From an optimization exercise on the open Yosys and OpenROAD flow, aimed at small area, a short achievable clock period and few clock cycles; shortcuts taken in it are not production practice. Where RTL was checked, it was by simulation tests only, not by an equivalence proof against the original. No activity file was given, so power comes from the tool's default toggle rates.

==> inputs of v25 <==
==> flow/design.v <==
package exe_pkg;
  localparam logic [4:0] ALU_ADD   = 5'd0;
  localparam logic [4:0] ALU_SUB   = 5'd1;
  localparam logic [4:0] ALU_AND   = 5'd2;
  localparam logic [4:0] ALU_OR    = 5'd3;
  localparam logic [4:0] ALU_XOR   = 5'd4;
  localparam logic [4:0] ALU_NOR   = 5'd5;
  localparam logic [4:0] ALU_SLT   = 5'd6;
  localparam logic [4:0] ALU_SLTU  = 5'd7;
  localparam logic [4:0] ALU_SLL   = 5'd8;
  localparam logic [4:0] ALU_SRL   = 5'd9;
  localparam logic [4:0] ALU_SRA   = 5'd10;
  localparam logic [4:0] ALU_SLLV  = 5'd11;
  localparam logic [4:0] ALU_SRLV  = 5'd12;
  localparam logic [4:0] ALU_SRAV  = 5'd13;
  localparam logic [4:0] ALU_LUI   = 5'd14;
  localparam logic [4:0] ALU_MULT  = 5'd16;
  localparam logic [4:0] ALU_MULTU = 5'd17;
  localparam logic [4:0] ALU_DIV   = 5'd18;
  localparam logic [4:0] ALU_DIVU  = 5'd19;
  localparam logic [4:0] ALU_MFHI  = 5'd20;
  localparam logic [4:0] ALU_MFLO  = 5'd21;
  localparam logic [4:0] ALU_MTHI  = 5'd22;
  localparam logic [4:0] ALU_MTLO  = 5'd23;
  localparam logic [1:0] SRC_RD2  = 2'b00;
  localparam logic [1:0] SRC_SIMM = 2'b01;
  localparam logic [1:0] SRC_ZIMM = 2'b10;
  localparam logic [1:0] FWD_RD  = 2'b00;
  localparam logic [1:0] FWD_WB  = 2'b01;
  localparam logic [1:0] FWD_MEM = 2'b10;
  localparam logic [1:0] MDOP_MULT  = 2'd0;
  localparam logic [1:0] MDOP_MULTU = 2'd1;
  localparam logic [1:0] MDOP_DIV   = 2'd2;
  localparam logic [1:0] MDOP_DIVU  = 2'd3;
  typedef enum logic [1:0] {S_IDLE, S_MUL, S_DIV} md_state_t;
  function automatic logic [1:0] md_sel(input logic [4:0] op);
    case (op)
      ALU_MULTU: md_sel = MDOP_MULTU;
      ALU_DIV:   md_sel = MDOP_DIV;
      ALU_DIVU:  md_sel = MDOP_DIVU;
      default:   md_sel = MDOP_MULT;
    endcase
  endfunction
  function automatic logic [35:0] add36(input logic [35:0] x, input logic [35:0] y,
                                       input logic cin);
    logic [35:0] g, p, G, P;
    logic [36:0] c;
    g = x & y;
    p = x ^ y;
    G = g;
    P = p;
    G[0] = g[0] | (p[0] & cin);
    for (int k = 0; k < 6; k++)
      for (int i = 35; i >= 0; i--)
        if ((i % (2 << k)) == (2 << k) - 1) begin
          G[i] = G[i] | (P[i] & G[i - (1 << k)]);
          P[i] = P[i] & P[i - (1 << k)];
        end
    for (int k = 4; k >= 0; k--)
      for (int i = 35; i >= 0; i--)
        if (i >= (3 << k) - 1 && (i % (2 << k)) == (1 << k) - 1) begin
          G[i] = G[i] | (P[i] & G[i - (1 << k)]);
          P[i] = P[i] & P[i - (1 << k)];
        end
    c = {G, cin};
    add36 = p ^ c[35:0];
  endfunction
  function automatic logic [31:0] cneg32(input logic [31:0] v, input logic neg);
    logic [31:0] o;
    o = v;
    for (int k = 0; k < 5; k++)
      for (int i = 31; i >= 0; i--)
        if ((i % (2 << k)) == (2 << k) - 1)
          o[i] = o[i] | o[i - (1 << k)];
    for (int k = 3; k >= 0; k--)
      for (int i = 31; i >= 0; i--)
        if (i >= (3 << k) - 1 && (i % (2 << k)) == (1 << k) - 1)
          o[i] = o[i] | o[i - (1 << k)];
    cneg32 = v ^ ({o[30:0], 1'b0} & {32{neg}});
  endfunction
  function automatic logic [4:0] clz32(input logic [31:0] v);
    logic [15:0] v16; logic [7:0] v8; logic [3:0] v4; logic [1:0] v2;
    logic z16, z8, z4, z2, z1;
    z16 = (v[31:16] == 16'd0); v16 = z16 ? v[15:0]  : v[31:16];
    z8  = (v16[15:8] == 8'd0); v8  = z8  ? v16[7:0] : v16[15:8];
    z4  = (v8[7:4] == 4'd0);   v4  = z4  ? v8[3:0]  : v8[7:4];
    z2  = (v4[3:2] == 2'd0);   v2  = z2  ? v4[1:0]  : v4[3:2];
    z1  = ~v2[1];
    clz32 = {z16, z8, z4, z2, z1};
  endfunction
endpackage
module md_iter_unit
#(
  parameter int WIDTH = 32
) (
  input  logic             clk,
  input  logic             rst_n,
  input  logic             start,
  input  logic [1:0]       op,
  input  logic [WIDTH-1:0] a,
  input  logic [WIDTH-1:0] b,
  input  logic             wr_hi,
  input  logic             wr_lo,
  output logic             busy,
  output logic [WIDTH-1:0] hi,
  output logic [WIDTH-1:0] lo
);
  localparam logic [1:0] PH_STEP = 2'd0, PH_SETUP = 2'd1, PH_FIX = 2'd2;
  logic [31:0] hi_r, lo_r, d;
  logic        busy_r, is_div, msgn, x, sa, nq;
  logic [1:0]  ph;
  logic [4:0]  cnt;
  function automatic logic [2:0] booth(input logic b2, input logic b1, input logic b0);
    booth = {b2, (b2 & ~b1 & ~b0) | (~b2 & b1 & b0), b1 ^ b0};
  endfunction
  logic        last, ge, st_signed, fix_needed;
  logic [2:0]  bd0, bd1;
  logic [35:0] mA, pp0, pp1, acc_x, cs_s, cs_c, msum;
  logic [31:0] r_nx, q_nx, nega_in, negb_in, nega, negb, d_al;
  logic        nega_c, negb_c;
  logic [4:0]  za, zb;
  logic [5:0]  n;
  always_comb begin
    last = (cnt == 5'd0);
    if (is_div) begin
      bd0 = 3'b101;
      bd1 = 3'b000;
    end else if (ph == PH_FIX) begin
      bd0 = 3'b001;
      bd1 = 3'b000;
    end else begin
      bd0 = booth(lo_r[1], lo_r[0], x);
      bd1 = booth(lo_r[3], lo_r[2], lo_r[1]);
    end
    mA    = {{4{msgn & d[31]}}, d};
    acc_x = {{4{~is_div & hi_r[31]}}, hi_r};
    pp0 = (({36{bd0[0]}} & mA) | ({36{bd0[1]}} & {mA[34:0], 1'b0})) ^ {36{bd0[2]}};
    pp1 = (({36{bd1[0]}} & mA) | ({36{bd1[1]}} & {mA[34:0], 1'b0})) ^ {36{bd1[2]}};
    pp1 = {pp1[33:0], bd1[2], bd1[2]};
    cs_s = acc_x ^ pp0 ^ pp1;
    cs_c = {((acc_x[34:0] & pp0[34:0]) | (acc_x[34:0] & pp1[34:0]) | (pp0[34:0] & pp1[34:0])), bd1[2]};
    msum = exe_pkg::add36(cs_s, cs_c, bd0[2]);
    ge   = ~msum[35];
    r_nx = ge ? msum[31:0] : hi_r;
    q_nx = {lo_r[30:0], ge};
    st_signed = op[1] & ~op[0];
    nega_in = start ? a : hi_r;
    negb_in = start ? b : lo_r;
    nega_c  = start ? (st_signed & a[31]) : sa;
    negb_c  = start ? (st_signed & b[31]) : nq;
    nega = exe_pkg::cneg32(nega_in, nega_c);
    negb = exe_pkg::cneg32(negb_in, negb_c);
    za = exe_pkg::clz32(hi_r);
    zb = exe_pkg::clz32(d);
    n  = {1'b0, zb} - {1'b0, za};
    d_al = d << n[4:0];
  end
  always_ff @(posedge clk or negedge rst_n) begin
    if (!rst_n) begin
      busy_r <= 1'b0;
      hi_r   <= '0;
      lo_r   <= '0;
    end else if (start) begin
      busy_r <= 1'b1;
      hi_r   <= op[1] ? nega : 32'd0;
      lo_r   <= b;
    end else if (busy_r) begin
      if (!is_div) begin
        if (ph == PH_FIX) begin
          hi_r   <= msum[31:0];
          busy_r <= 1'b0;
        end else begin
          hi_r <= msum[35:4];
          lo_r <= {msum[3:0], lo_r[31:4]};
          if (last && !(~msgn && lo_r[3])) busy_r <= 1'b0;
        end
      end else if (ph == PH_SETUP) begin
        if (d == 32'd0) begin
          lo_r <= 32'hFFFF_FFFF;
          if (!sa) busy_r <= 1'b0;
        end else begin
          lo_r <= 32'd0;
          if (n[5] && !sa) busy_r <= 1'b0;
        end
      end else if (ph == PH_FIX) begin
        hi_r   <= nega;
        lo_r   <= negb;
        busy_r <= 1'b0;
      end else begin
        hi_r <= r_nx;
        lo_r <= q_nx;
        if (last && !fix_needed) busy_r <= 1'b0;
      end
    end else begin
      if (wr_hi) hi_r <= a;
      if (wr_lo) lo_r <= a;
    end
  end
  assign fix_needed = sa | nq;
  always_ff @(posedge clk) begin
    if (start) begin
      is_div <= op[1];
      msgn   <= ~op[1] & ~op[0];
      ph     <= op[1] ? PH_SETUP : PH_STEP;
      x      <= 1'b0;
      cnt    <= 5'd7;
      d      <= op[1] ? negb : a;
      sa     <= st_signed & a[31];
      nq     <= st_signed & (a[31] ^ b[31]);
    end else if (busy_r) begin
      if (!is_div) begin
        x   <= lo_r[3];
        cnt <= cnt - 5'd1;
        if (last) ph <= PH_FIX;
      end else if (ph == PH_SETUP) begin
        cnt <= n[4:0];
        d   <= d_al;
        if (d == 32'd0) nq <= 1'b0;
        ph  <= (d == 32'd0 || n[5]) ? PH_FIX : PH_STEP;
      end else begin
        cnt <= cnt - 5'd1;
        d   <= {1'b0, d[31:1]};
        if (last) ph <= PH_FIX;
      end
    end
  end
  assign busy = busy_r;
  assign hi   = hi_r;
  assign lo   = lo_r;
endmodule
module execute_stage_md
#(
  parameter int WIDTH  = 32,
  parameter int RA_W   = 5,
  parameter int CTRL_W = 5
) (
  input  logic              clk,
  input  logic              rst_n,
  input  logic              ValidE,
  input  logic              RegDstE,
  input  logic [1:0]        ALUSrcE,
  input  logic [CTRL_W-1:0] ALUControlE,
  input  logic [4:0]        shamtE,
  input  logic [WIDTH-1:0]  Rd1E,
  input  logic [WIDTH-1:0]  Rd2E,
  input  logic [RA_W-1:0]   RsE,
  input  logic [RA_W-1:0]   RtE,
  input  logic [RA_W-1:0]   RdE,
  input  logic [15:0]       immE,
  input  logic [WIDTH-1:0]  signImmE,
  input  logic [WIDTH-1:0]  ALUOutMIn,
  input  logic [WIDTH-1:0]  ResultW,
  input  logic [1:0]        ForwardAE,
  input  logic [1:0]        ForwardBE,
  output logic [RA_W-1:0]   RsEtoHU,
  output logic [RA_W-1:0]   RtEtoHU,
  output logic              MdStallE,
  output logic              ValidM,
  output logic [WIDTH-1:0]  ALUOutM,
  output logic [WIDTH-1:0]  WriteDataM,
  output logic [RA_W-1:0]   WriteRegM,
  output logic              MdBusy
);
  logic [WIDTH-1:0] src_a, fwd_b, src_b, alu_res, hi, lo;
  logic md_group, md_arith, md_start, wr_hi, wr_lo, unit_busy;
  assign RsEtoHU = RsE;
  assign RtEtoHU = RtE;
  always_comb begin
    case (ForwardAE)
      exe_pkg::FWD_WB:  src_a = ResultW;
      exe_pkg::FWD_MEM: src_a = ALUOutMIn;
      default: src_a = Rd1E;
    endcase
    case (ForwardBE)
      exe_pkg::FWD_WB:  fwd_b = ResultW;
      exe_pkg::FWD_MEM: fwd_b = ALUOutMIn;
      default: fwd_b = Rd2E;
    endcase
    case (ALUSrcE)
      exe_pkg::SRC_SIMM: src_b = signImmE;
      exe_pkg::SRC_ZIMM: src_b = WIDTH'(immE);
      default:  src_b = fwd_b;
    endcase
  end
  logic        sub, shl, sra;
  logic [4:0]  shamt;
  logic [32:0] addr;
  logic [31:0] sh_in, sh_out, sh_rev;
  logic        lt_s, lt_u;
  always_comb begin
    sub  = (ALUControlE != exe_pkg::ALU_ADD);
    addr = {1'b0, src_a} + {1'b0, src_b ^ {32{sub}}} + {32'd0, sub};
    lt_u = ~addr[32];
    lt_s = (src_a[31] ^ src_b[31]) ? src_a[31] : addr[31];
    shl   = (ALUControlE == exe_pkg::ALU_SLL) || (ALUControlE == exe_pkg::ALU_SLLV);
    sra   = (ALUControlE == exe_pkg::ALU_SRA) || (ALUControlE == exe_pkg::ALU_SRAV);
    shamt = ((ALUControlE == exe_pkg::ALU_SLLV) || (ALUControlE == exe_pkg::ALU_SRLV) ||
             (ALUControlE == exe_pkg::ALU_SRAV)) ? src_a[4:0] : shamtE;
    for (int i = 0; i < 32; i++) sh_in[i] = shl ? src_b[31-i] : src_b[i];
    sh_out = 32'($signed({sra & src_b[31], sh_in}) >>> shamt);
    for (int i = 0; i < 32; i++) sh_rev[i] = sh_out[31-i];
  end
  always_comb begin
    alu_res = '0;
    case (ALUControlE)
      exe_pkg::ALU_ADD:  alu_res = addr[31:0];
      exe_pkg::ALU_SUB:  alu_res = addr[31:0];
      exe_pkg::ALU_AND:  alu_res = src_a & src_b;
      exe_pkg::ALU_OR:   alu_res = src_a | src_b;
      exe_pkg::ALU_XOR:  alu_res = src_a ^ src_b;
      exe_pkg::ALU_NOR:  alu_res = ~(src_a | src_b);
      exe_pkg::ALU_SLT:  alu_res = {31'd0, lt_s};
      exe_pkg::ALU_SLTU: alu_res = {31'd0, lt_u};
      exe_pkg::ALU_SLL:  alu_res = sh_rev;
      exe_pkg::ALU_SRL:  alu_res = sh_out;
      exe_pkg::ALU_SRA:  alu_res = sh_out;
      exe_pkg::ALU_SLLV: alu_res = sh_rev;
      exe_pkg::ALU_SRLV: alu_res = sh_out;
      exe_pkg::ALU_SRAV: alu_res = sh_out;
      exe_pkg::ALU_LUI:  alu_res = {immE, 16'd0};
      exe_pkg::ALU_MFHI: alu_res = hi;
      exe_pkg::ALU_MFLO: alu_res = lo;
      default:  alu_res = '0;
    endcase
  end
  assign md_group = (ALUControlE[4:3] == 2'b10);
  assign md_arith = (ALUControlE[4:2] == 3'b100);
  assign MdBusy   = unit_busy & ~md_arith;
  assign MdStallE = ValidE & MdBusy & md_group;
  assign md_start = ValidE & md_arith;
  assign wr_hi    = ValidE & ~unit_busy & (ALUControlE == exe_pkg::ALU_MTHI);
  assign wr_lo    = ValidE & ~unit_busy & (ALUControlE == exe_pkg::ALU_MTLO);
  md_iter_unit #(.WIDTH(WIDTH)) u_md (
    .clk   (clk),
    .rst_n (rst_n),
    .start (md_start),
    .op    (ALUControlE[1:0]),
    .a     (src_a),
    .b     (fwd_b),
    .wr_hi (wr_hi),
    .wr_lo (wr_lo),
    .busy  (unit_busy),
    .hi    (hi),
    .lo    (lo)
  );
  always_ff @(posedge clk or negedge rst_n) begin
    if (!rst_n) ValidM <= 1'b0;
    else        ValidM <= ValidE & ~MdStallE;
  end
  always_ff @(posedge clk) begin
    ALUOutM    <= alu_res;
    WriteDataM <= fwd_b;
    WriteRegM  <= RegDstE ? RdE : RtE;
  end
endmodule
==> flow/run.sh <==
#!/bin/bash
# synth_recipe.tcl (not shown) runs the flow's synth.tcl, then flattens the netlist and writes it again
# the make line also repeats each setting of config.mk as NAME=value (left out here)
make -C /OpenROAD-flow-scripts/flow DESIGN_CONFIG=/design/flow/config.mk WORK_HOME=/design/flow/orfs CLKGATE_MAP_FILE= SYNTH_SCRIPT=/design/flow/synth_recipe.tcl finish
==> flow/config.mk <==
export PLATFORM = sky130hd
export DESIGN_NAME = execute_stage_md
export DESIGN_NICKNAME = execute_stage_md
export VERILOG_FILES = /design/flow/design.v
export SDC_FILE = /design/flow/constraint.sdc
export NUM_CORES = 4
export LEC_CHECK = 0
export CAP_MARGIN = 20
export CORE_MARGIN = 2
export CORE_UTILIZATION = 40
export SLEW_MARGIN = 20
==> flow/constraint.sdc <==
create_clock -name core_clock -period 8.0 [get_ports {clk}]
set_input_delay 1.6000 -clock core_clock [delete_from_list [all_inputs] [get_ports {clk}]]
set_output_delay 1.6000 -clock core_clock [all_outputs]
set_load 0.01 [all_outputs]
==> inputs of v23, as changes to v25 <==
==> flow/design.v, changed modules only <==
module md_iter_unit
#(
  parameter int WIDTH = 32
) (
  input  logic             clk,
  input  logic             rst_n,
  input  logic             start,
  input  logic [1:0]       op,
  input  logic [WIDTH-1:0] a,
  input  logic [WIDTH-1:0] b,
  input  logic             wr_hi,
  input  logic             wr_lo,
  output logic             busy,
  output logic [WIDTH-1:0] hi,
  output logic [WIDTH-1:0] lo
);
  localparam logic [1:0] PH_STEP = 2'd0, PH_SETUP = 2'd1, PH_CORR = 2'd2, PH_FIX = 2'd3;
  localparam logic [2:0] BD_ZERO = 3'b000, BD_PLUS = 3'b001, BD_MINUS = 3'b101;
  logic [31:0] hi_r, lo_r, d;
  logic        busy_r, is_div, msgn, sa, nq, hs;
  logic [2:0]  bd0, bd1;
  logic [1:0]  ph;
  logic [4:0]  cnt;
  function automatic logic [2:0] booth(input logic b2, input logic b1, input logic b0);
    booth = {b2, (b2 & ~b1 & ~b0) | (~b2 & b1 & b0), b1 ^ b0};
  endfunction
  logic        last, rneg, st_signed;
  logic [35:0] mA, pp0, pp1, acc_x, cs_s, cs_c, msum;
  logic [31:0] nega_in, negb_in, nega, negb, d_al;
  logic        nega_c, negb_c, d_zero;
  logic [4:0]  za, zb;
  logic [5:0]  n;
  always_comb begin
    last  = (cnt == 5'd0);
    mA    = {{4{msgn & d[31]}}, d};
    acc_x = {{4{is_div ? hs : hi_r[31]}}, hi_r};
    pp0 = (({36{bd0[0]}} & mA) | ({36{bd0[1]}} & {mA[34:0], 1'b0})) ^ {36{bd0[2]}};
    pp1 = (({36{bd1[0]}} & mA) | ({36{bd1[1]}} & {mA[34:0], 1'b0})) ^ {36{bd1[2]}};
    pp1 = {pp1[33:0], bd1[2], bd1[2]};
    cs_s = acc_x ^ pp0 ^ pp1;
    cs_c = {((acc_x[34:0] & pp0[34:0]) | (acc_x[34:0] & pp1[34:0]) | (pp0[34:0] & pp1[34:0])), bd1[2]};
    msum = exe_pkg::add36(cs_s, cs_c, bd0[2]);
    rneg = msum[35];
    st_signed = op[1] & ~op[0];
    nega_in = start ? a : hi_r;
    negb_in = start ? b : lo_r;
    nega_c  = start ? (st_signed & a[31]) : sa;
    negb_c  = start ? (st_signed & b[31]) : nq;
    nega = exe_pkg::cneg32(nega_in, nega_c);
    negb = exe_pkg::cneg32(negb_in, negb_c);
    d_zero = (d == 32'd0);
    za = exe_pkg::clz32(hi_r);
    zb = exe_pkg::clz32(d);
    n  = {1'b0, zb} - {1'b0, za};
    d_al = d << n[4:0];
  end
  always_ff @(posedge clk or negedge rst_n) begin
    if (!rst_n) begin
      busy_r <= 1'b0;
      hi_r   <= '0;
      lo_r   <= '0;
    end else if (start) begin
      busy_r <= 1'b1;
      hi_r   <= op[1] ? nega : 32'd0;
      lo_r   <= b;
    end else if (busy_r) begin
      if (!is_div) begin
        if (ph == PH_FIX) begin
          hi_r   <= msum[31:0];
          busy_r <= 1'b0;
        end else begin
          hi_r <= msum[35:4];
          lo_r <= {msum[3:0], lo_r[31:4]};
          if (last && !(~msgn && lo_r[3])) busy_r <= 1'b0;
        end
      end else begin
        case (ph)
          PH_SETUP: begin
            lo_r <= d_zero ? 32'hFFFF_FFFF : 32'd0;
            if ((d_zero || n[5]) && !sa) busy_r <= 1'b0;
          end
          PH_STEP: begin
            hi_r <= msum[31:0];
            lo_r <= {lo_r[30:0], ~rneg};
            if (last && !rneg && !(sa || nq)) busy_r <= 1'b0;
          end
          PH_CORR: begin
            hi_r <= msum[31:0];
            if (!(sa || nq)) busy_r <= 1'b0;
          end
          default: begin
            hi_r   <= nega;
            lo_r   <= negb;
            busy_r <= 1'b0;
          end
        endcase
      end
    end else begin
      if (wr_hi) hi_r <= a;
      if (wr_lo) lo_r <= a;
    end
  end
  always_ff @(posedge clk) begin
    if (start) begin
      is_div <= op[1];
      msgn   <= ~op[1] & ~op[0];
      ph     <= op[1] ? PH_SETUP : PH_STEP;
      cnt    <= 5'd7;
      d      <= op[1] ? negb : a;
      hs     <= 1'b0;
      sa     <= st_signed & a[31];
      nq     <= st_signed & (a[31] ^ b[31]);
      bd0    <= op[1] ? BD_MINUS : booth(b[1], b[0], 1'b0);
      bd1    <= op[1] ? BD_ZERO  : booth(b[3], b[2], b[1]);
    end else if (busy_r) begin
      if (!is_div) begin
        cnt <= cnt - 5'd1;
        if (last) begin
          ph  <= PH_FIX;
          bd0 <= BD_PLUS;
          bd1 <= BD_ZERO;
        end else begin
          bd0 <= booth(lo_r[5], lo_r[4], lo_r[3]);
          bd1 <= booth(lo_r[7], lo_r[6], lo_r[5]);
        end
      end else begin
        case (ph)
          PH_SETUP: begin
            cnt <= n[4:0];
            d   <= d_al;
            if (d_zero) nq <= 1'b0;
            ph  <= (d_zero || n[5]) ? PH_FIX : PH_STEP;
          end
          PH_STEP: begin
            hs  <= rneg;
            bd0 <= rneg ? BD_PLUS : BD_MINUS;
            cnt <= cnt - 5'd1;
            if (!last) d <= {1'b0, d[31:1]};
            else       ph <= rneg ? PH_CORR : PH_FIX;
          end
          PH_CORR: begin
            hs <= 1'b0;
            ph <= PH_FIX;
          end
          default: ;
        endcase
      end
    end
  end
  assign busy = busy_r;
  assign hi   = hi_r;
  assign lo   = lo_r;
endmodule
SETUP_SLACK_MARGIN = 1.5   (was unset)
==> metrics.md <==
| Metric | Value |
|---|---|
| Logic gate share of total power | 77.4% |
| Outcome | timing/DRC/antenna clean |
| CP startpoint | u_md.ph[0]$_DFFE_PN_ |
| Worst setup path endpoint | u_md.hi_r[21]$_DFFE_PN0P_ |
| Combinational power | 9.82 mW |
| Internal power | 5.43 mW |
| WL met1 | 55,300 µm |
| Min-Delay Startpoint | u_md.x$_SDFFE_PP0P_ |
| Worst R2R End | u_md.hi_r[21]$_DFFE_PN0P_ |
| Slew HR | 15.5% |
| Unrepaired setup endpoints after global routing | no |
| Worst Hold Slack | 518 ps |
| # Taps | 855 |
| Worst skew pair latency | 540 ps |
| Clock-cell share of area | 1.96% |
| Net Sw Frac | 57.2% |
| DR WL met2 | 59,300 µm |
-- figures above: v25

==> metrics.md <==
| Metric | Value |
|---|---|
| Logic gate share of total power | 75.3% |
| CP startpoint | u_md.hi_r[28]$_DFFE_PN0P_ |
| DR WL met2 | 63,900 µm |
| Worst skew pair latency | 530 ps |
| Combinational power | 8.08 mW |
| WL met1 | 55,700 µm |
| Clock-cell share of area | 1.85% |
| Worst Hold Slack | 496 ps |
| Outcome | timing/DRC/antenna clean |
| Min-Delay Startpoint | u_md.hs$_SDFFE_PP0P_ |
| # Taps | 873 |
| Unrepaired setup endpoints after global routing | yes |
| Slew HR | 13.9% |
| Worst setup path endpoint | u_md.d[30]$_DFFE_PP_ |
| Internal power | 4.77 mW |
-- figures above: v23

Testbench counts of v25, summed over its fixed seeds: cycles 3,734.
For v23, only the layout was checked, not whether the RTL still works.

==> re-timing with driven ports <==
In the flow no input, the clock included, has a driving cell. The finished layouts below were timed again as built, in two steps. Step 1 assumes that a clkbuf_16 drives the clock port and a buf_2 every other input. Step 2 times the ports against the registers' clock, not the clock port: input delays grow and output delays shrink by t, the midpoint of the rising clock arrivals with the driver on. a / b / c = ideal ports / drivers / drivers and shift; a / b = the first two.
| run | shift t [ns] | setup slack, ns | hold WS [ns] | worst register clock-pin slew, ns |
|---|---|---|---|---|
| v25 | 0.598 | 0.492 / 0.492 / 0.323 | 0.518 / 0.518 / 0.518 | 0.09 / 0.09 |
| v23 | 0.585 | 1.506 / 1.506 / 1.063 | 0.496 / 0.496 / 0.496 | 0.09 / 0.09 |
After both steps setup and hold are still met in every run listed. The setup slack of v23, which loses most, moves by 0.000 ns with the drivers and by -0.443 ns with both steps.
